From an optimization exercise on the open Yosys and OpenROAD flow, aimed at small area, a short achievable clock period and few clock cycles per item; shortcuts taken in it are not production practice. The RTL was checked by simulation tests, not by an equivalence proof against the original design. Power and IR drop assume default switching activity.

==> flow/design.v <==
package snn_pkg;
  localparam int WEIGHT_W = 8;
  localparam int ADDR_W   = 8;
  typedef logic [WEIGHT_W-1:0]        weight_t;
  typedef logic [ADDR_W-1:0]          addr_t;
  typedef logic signed [WEIGHT_W-1:0] delta_t;
  typedef enum logic [1:0] {
    ST_IDLE  = 2'd0,
    ST_READ  = 2'd1,
    ST_WRITE = 2'd2
  } upd_state_t;
  typedef struct packed {
    addr_t  addr;
    delta_t delta;
  } upd_req_t;
  localparam int REQ_W = ADDR_W + WEIGHT_W;   
  function automatic logic signed [WEIGHT_W+1:0] weight_sum(weight_t w, delta_t d);
    weight_sum = $signed({2'b00, w}) + $signed({{2{d[WEIGHT_W-1]}}, d});
  endfunction
endpackage
module stdp_update_fifo (
  input  logic       clk,
  input  logic       rst_n,
  input  logic       i_push,
  input  logic [7:0] i_addr,
  input  logic [7:0] i_delta,
  input  logic [7:0] i_hiA,      
  input  logic [7:0] i_loA,
  input  logic       i_appA,
  input  logic [5:0] i_addrB,    
  input  logic       i_appB,
  output logic       o_app,
  output logic       o_oor,
  output logic [7:0] o_hi,
  output logic [7:0] o_lo,
  output logic       o_hitA,
  output logic       o_hitB,
  output logic [7:0] o_delta
);
  always_ff @(posedge clk or negedge rst_n) begin
    if (!rst_n) begin
      o_app <= 1'b0;
      o_oor <= 1'b0;
    end else begin
      o_app <= i_push && (i_addr[7:6] == 2'b00);
      o_oor <= i_push && (i_addr[7:6] != 2'b00);
    end
  end
  always_ff @(posedge clk) begin
    for (int j = 0; j < 8; j++) begin
      o_hi[j] <= (i_addr[5:3] == 3'(j));
      o_lo[j] <= (i_addr[2:0] == 3'(j));
    end
    o_hitA  <= i_appA && i_hiA[i_addr[5:3]] && i_loA[i_addr[2:0]];
    o_hitB  <= i_appB && (i_addrB == i_addr[5:0]);
    o_delta <= i_delta;
  end
endmodule
module synapse_weight_updater #(
  parameter int      N_SYN       = 64,
  parameter int      FIFO_DEPTH  = 4,
  parameter logic [snn_pkg::WEIGHT_W-1:0] INIT_WEIGHT = 8'd128,
  parameter logic [snn_pkg::WEIGHT_W-1:0] W_MIN       = 8'd0,
  parameter logic [snn_pkg::WEIGHT_W-1:0] W_MAX       = 8'd255
) (
  input  logic                           clk,
  input  logic                           rst_n,
  input  logic                           upd_valid,
  output logic                           upd_ready,
  input  snn_pkg::addr_t                 upd_addr,
  input  snn_pkg::delta_t                upd_delta,
  input  snn_pkg::addr_t                 rd_addr,
  output snn_pkg::weight_t               rd_data,
  output logic                           busy,
  output logic [31:0]                    applied_count,
  output logic [31:0]                    sat_count,
  output logic [31:0]                    oor_count
);
  snn_pkg::weight_t r_mem [N_SYN];
  logic             r1_app;
  logic             r1_oor;
  logic [7:0]       r1_hi;
  logic [7:0]       r1_lo;
  logic             r1_hit2;    
  logic             r1_hit3;    
  logic [7:0]       r1_delta;
  logic             r2_app;
  logic             r2_oor;
  logic [5:0]       r2_addr;
  logic [7:0]       r2_delta;
  logic [7:0]       r2_old;
  logic             r3_app;
  logic             r3_oor;
  logic             r3_sat;
  logic [7:0]       r3_hi;      
  logic [7:0]       r3_lo;
  logic [7:0]       r3_new;
  logic             r_busy;
  logic [5:0]       w_addr1;
  logic [7:0]       w_old1;
  logic [8:0]       w_sum;
  logic [7:0]       w_newW;
  logic             w_satHi;
  stdp_update_fifo u_fifo (
    .clk     (clk),
    .rst_n   (rst_n),
    .i_push  (upd_valid),
    .i_addr  (upd_addr),
    .i_delta (upd_delta),
    .i_hiA   (r1_hi),
    .i_loA   (r1_lo),
    .i_appA  (r1_app),
    .i_addrB (r2_addr),
    .i_appB  (r2_app),
    .o_app   (r1_app),
    .o_oor   (r1_oor),
    .o_hi    (r1_hi),
    .o_lo    (r1_lo),
    .o_hitA  (r1_hit2),
    .o_hitB  (r1_hit3),
    .o_delta (r1_delta)
  );
  assign upd_ready = 1'b1;
  assign busy      = r_busy;
  always_comb begin
    w_old1 = '0;
    for (int j = 0; j < 8; j++) begin
      logic [7:0] row;
      row = '0;
      for (int k = 0; k < 8; k++) row |= {8{r1_lo[k]}} & r_mem[8*j+k];
      w_old1 |= {8{r1_hi[j]}} & row;
    end
    w_addr1 = '0;
    for (int j = 0; j < 8; j++) begin
      w_addr1[5:3] |= {3{r1_hi[j]}} & 3'(j);
      w_addr1[2:0] |= {3{r1_lo[j]}} & 3'(j);
    end
  end
  assign w_sum = {1'b0, r2_old} + {1'b0, r2_delta};
  always_comb begin
    w_newW  = w_sum[7:0];
    w_satHi = 1'b0;
    if (r2_delta[7]) begin
      if (!w_sum[8]) w_newW = W_MIN;
    end else if (w_sum[8]) begin
      w_newW  = W_MAX;
      w_satHi = 1'b1;
    end
  end
  always_ff @(posedge clk or negedge rst_n) begin
    if (!rst_n) begin
      r2_app <= 1'b0;
      r2_oor <= 1'b0;
      r3_app <= 1'b0;
      r3_oor <= 1'b0;
      r_busy <= 1'b0;
    end else begin
      r2_app <= r1_app;
      r2_oor <= r1_oor;
      r3_app <= r2_app;
      r3_oor <= r2_oor;
      r_busy <= upd_valid || r1_app || r1_oor || r2_app || r2_oor;
    end
  end
  always_ff @(posedge clk) begin
    r2_addr  <= w_addr1;
    r2_delta <= r1_delta;
    if (r1_hit2)      r2_old <= w_newW;
    else if (r1_hit3) r2_old <= r3_new;
    else              r2_old <= w_old1;
    for (int j = 0; j < 8; j++) begin
      r3_hi[j] <= r2_app && (r2_addr[5:3] == 3'(j));
      r3_lo[j] <= (r2_addr[2:0] == 3'(j));
    end
    r3_new   <= w_newW;
    r3_sat   <= w_satHi;
  end
  always_ff @(posedge clk or negedge rst_n) begin
    if (!rst_n) begin
      applied_count <= '0;
      sat_count     <= '0;
      oor_count     <= '0;
    end else begin
      if (r3_app) applied_count <= applied_count + 32'd1;
      if (r3_app && r3_sat) sat_count <= sat_count + 32'd1;
      if (r3_oor) oor_count <= oor_count + 32'd1;
    end
  end
  always_ff @(posedge clk or negedge rst_n) begin
    if (!rst_n) begin
      for (int i = 0; i < N_SYN; i++) r_mem[i] <= INIT_WEIGHT;
      rd_data <= '0;
    end else begin
      for (int i = 0; i < N_SYN; i++)
        if (r3_hi[i/8] && r3_lo[i%8]) r_mem[i] <= r3_new;
      rd_data <= (rd_addr[7:6] == 2'b00) ? r_mem[rd_addr[5:0]] : '0;
    end
  end
endmodule
clock: 6.0 ns
lec_check: 0
cap_margin: 20
core_margin: 2
core_utilization: 50
setup_slack_margin: 3.6
slew_margin: 20
run.sh (not shown) runs the stock make flow with config.mk's settings and CLKGATE_MAP_FILE= SYNTH_SCRIPT=/design/flow/synth_recipe.tcl, a recipe that flattens the netlist after the stock synthesis.
The starting point finished with timing, DRC and antenna clean.
Testbench counts at the start, summed over its fixed seeds: cycles 4,824, items 4,800.
Then changed:
--- a/flow/config.mk
+++ b/flow/config.mk
@@ -9,4 +9,6 @@
 export CORE_MARGIN = 2
 export CORE_UTILIZATION = 50
+export CTS_CLUSTER_DIAMETER = 100
+export CTS_CLUSTER_SIZE = 25
 export SETUP_SLACK_MARGIN = 3.6
 export SLEW_MARGIN = 20
Hold slack improves by 0.0088 ns.
Wire length came out higher by 1.2%.
Critical path depth grows by 1.
Count of clock-buffer cells in the layout fell by 49.
Combinational power barely changes.
Die area stays the same.
Area after synthesis stays the same.
Sequential share of layout area went up by 1.1 points.
Sequential cell count is unchanged.
Register-to-register slack gets better by 0.03 ns.

re-timing with driven ports:
In the flow no input, the clock included, has a driving cell. The finished layouts below were timed again as built, in two steps.
Step 1, drivers: a clkbuf_16 drives clk and a buf_2 each remaining input, both assumed.
Step 2 also shifts input and output timing later by t, the mid clock arrival at the registers, as if the neighbouring blocks saw the same clock.
a / b / c = ideal / step 1 / step 2; a / b = the first two.
run | shift t [ns] | setup WS [ns] | worst slew at a driven data input, ns
the first run | 0.710 | 3.225 / 3.225 / 2.654 | 0.28
the second run | 0.671 | 3.259 / 3.259 / 2.631 | 0.24
After both steps setup and hold are still met in every run listed. For the second run, which loses most, drivers alone change the setup slack by 0.000 ns; drivers and shift together by -0.628 ns.
